Background: an optimization exercise with open tools, aiming at small area and a short achievable clock period. Do not read the settings as production practice.
Only simulation tests tie the RTL to the original design; equivalence was not proved.

Setup of run 1:
Design mul_div_unit, start of the top module:
module mul_div_unit #(
    parameter int WIDTH   = 32,
    parameter int MUL_LAT = 5,
    parameter int DIV_LAT = 10
) (
    input  logic             clk,
    input  logic             reset,
    input  logic             start,
    input  logic [2:0]       op,
    input  logic [WIDTH-1:0] a,
    input  logic [WIDTH-1:0] b,
    input  logic             flush,
    output logic             busy,
    output logic             done,
    output logic [WIDTH-1:0] hi,
    output logic [WIDTH-1:0] lo
);
    logic [31:0] x;
    logic [33:0] ph;
    logic [31:0] pl;
    logic        f_div, d_neg, neg_a;     
    logic [3:0]  cnt;
    logic        run;             
    logic        m_last, d_first, d_last;    
    assign m_last  = (cnt == 4'd4);
    assign d_first = (cnt == 4'd0);
    assign d_last  = (cnt == 4'd9);
    logic [34:0] xs;              
    assign xs    = {{3{d_neg}}, x};
    logic [34:0] ain [0:4];
    logic [34:0] pp  [0:3];
    logic [34:0] sum [0:3];
    logic [3:0]  qb, rneg;
    logic [3:0]  c_one, c_two, c_neg;
    assign ain[0] = {ph[33], ph};
    for (genvar k = 0; k < 4; k++) begin : g_row
        if (k == 0) begin : g_n0
            assign rneg[k] = c_neg[k];
        end else begin : g_nk
            assign rneg[k] = c_neg[k] ^ (f_div & ~qb[k-1]);
        end
        assign pp[k] = (({35{c_one[k]}} & xs) | ({35{c_two[k]}} & {xs[33:0], 1'b0}))
                     ^ {35{rneg[k]}};
        logic co_unused;
        if (k < 0) begin : g_fast
            add35_ks u_add (.a(ain[k]), .b(pp[k]), .ci(rneg[k]), .s(sum[k]), .co(co_unused));
        end else begin : g_small
            add35_bk u_add (.a(ain[k]), .b(pp[k]), .ci(rneg[k]), .s(sum[k]), .co(co_unused));
        end
        assign qb[k]    = ~sum[k][34];
  ...
Settings: LEC_CHECK=0, ABC_AREA=1, CAP_MARGIN=20, CORE_MARGIN=2, CORE_UTILIZATION=65, GPL_TIMING_DRIVEN=0, SLEW_MARGIN=20; clock period 90.0 ns.
standard.sh (not shown) runs the stock make flow with config.mk's settings and CLKGATE_MAP_FILE= SYNTH_SCRIPT=/design/flow/synth_recipe.tcl, a recipe that flattens the netlist after the stock synthesis.
==> flow/flow/run.sh <==
#!/bin/bash
set -euo pipefail
bash standard.sh \
  BUFFER_PORTS_ARGS="-buffer_cell sky130_fd_sc_hd__buf_1" \
  CTS_ARGS="-sink_clustering_enable -repair_clock_nets -buf_list sky130_fd_sc_hd__clkbuf_16 -dont_use_dummy_load" \
  SETUP_SLACK_MARGIN=71 \
  finish > standard.log 2>&1
Run 1 ended with every stage complete and zero timing, DRC or antenna violations.
Setup changes, run 1 to run 2
# run 1
export LEC_CHECK = 0
export ABC_AREA = 1
export CAP_MARGIN = 20
export CORE_MARGIN = 2
export CORE_UTILIZATION = 65
export GPL_TIMING_DRIVEN = 0
export SLEW_MARGIN = 20
create_clock -name core_clock -period 90.0 [get_ports {clk}]
# run 2
export LEC_CHECK = 0
export ABC_AREA = 1
export CAP_MARGIN = 20
export CORE_MARGIN = 2
export CORE_UTILIZATION = 65
export SLEW_MARGIN = 20
create_clock -name core_clock -period 90.0 [get_ports {clk}]
==> flow/flow/run.sh <==
#!/bin/bash
set -euo pipefail
bash standard.sh \
  BUFFER_PORTS_ARGS="-buffer_cell sky130_fd_sc_hd__buf_1" \
  CTS_ARGS="-sink_clustering_enable -repair_clock_nets -buf_list sky130_fd_sc_hd__clkbuf_16 -dont_use_dummy_load" \
  SETUP_SLACK_MARGIN=71.4 \
  finish > standard.log 2>&1
--- outcome ---
| maximum frequency | run 1 vs run 2 | ≈ equal |. Per the comparison of run 2 with run 1, wire length of the first global-routing pass shows a reduction of 9.2%; number of fillers in the final layout down 304. Design area went up by a few percent going from run 1 to run 2. Delta(aggregate routed wire length, run 2 - run 1) < 0. Maximum number of pins on one net before global-route repair: run 2 higher than run 1. On area used by multi-input combinational logic, the lower figure sits with run 1, not run 2.
The following lists how run 3 was set up differently from run 2:
# run 2
export LEC_CHECK = 0
export ABC_AREA = 1
export CAP_MARGIN = 20
export CORE_MARGIN = 2
export CORE_UTILIZATION = 65
export SLEW_MARGIN = 20
create_clock -name core_clock -period 90.0 [get_ports {clk}]
# run 3
export LEC_CHECK = 0
export ABC_AREA = 1
export CAP_MARGIN = 20
export CORE_MARGIN = 2
export CORE_UTILIZATION = 78
export SLEW_MARGIN = 20
create_clock -name core_clock -period 90.0 [get_ports {clk}]
==> flow/flow/run.sh <==
#!/bin/bash
set -euo pipefail
bash standard.sh \
  BUFFER_PORTS_ARGS="-buffer_cell sky130_fd_sc_hd__buf_1" \
  CTS_ARGS="-sink_clustering_enable -repair_clock_nets -buf_list sky130_fd_sc_hd__clkbuf_16 -dont_use_dummy_load" \
  SETUP_SLACK_MARGIN=70.8 \
  finish > standard.log 2>&1
Findings:
- Run 3: via count of the routed design 56 below run 2
- Sort run 2 and run 3 by first-pass GRT wire length desc -> top: run 2
- Post-route worst setup slack sits lower in run 3 than in run 2.
- Summary of run 3 over run 2: met3 global-route usage now larger, clock slew at the register clock pins of the worst setup and hold paths lost 0.03 ns.
- Per the comparison of run 3 with run 2, share of the core filled with cells in the final layout went up by 7.5 points; finished layout cell area went down by about 8%; wire length went down by 8.5%.
- Cell count (run 3 vs. run 2) decreases by a few percent

[port drivers added, routing unchanged]
The flow's constraints put no driver on any port. The routed layouts listed below were extracted and timed again, unchanged, in two steps. Step 1 (the two cells are an assumption about what drives the block):
set clk [get_ports {clk}]
set_driving_cell -lib_cell sky130_fd_sc_hd__clkbuf_16 $clk
set_driving_cell -lib_cell sky130_fd_sc_hd__buf_2 [delete_from_list [all_inputs] $clk]
Step 2, shift: input delay + t, output delay - t, t = (earliest + latest rising clock arrival at the registers) / 2. This alone moves slack from input paths to output paths. a / b / c = ideal / step 1 / step 2; a / b = the first two.
run | shift t [ns] | setup slack, ns | worst register clock-pin slew, ns | worst data-port slew with drivers (ns) | cell pins on the clock port's net
run 1 | 0.490 | 71.003 / 70.947 / 70.622 | 0.09 / 0.09 | 0.04 | 1
run 2 | 0.504 | 70.978 / 70.922 / 70.683 | 0.10 / 0.10 | 0.07 | 1
run 3 | 0.494 | 70.886 / 70.905 / 70.421 | 0.09 / 0.09 | 0.04 | 1
After both steps every run listed still meets setup and hold. For run 3, which loses most, drivers alone change the setup slack by +0.019 ns; drivers and shift together by -0.465 ns.
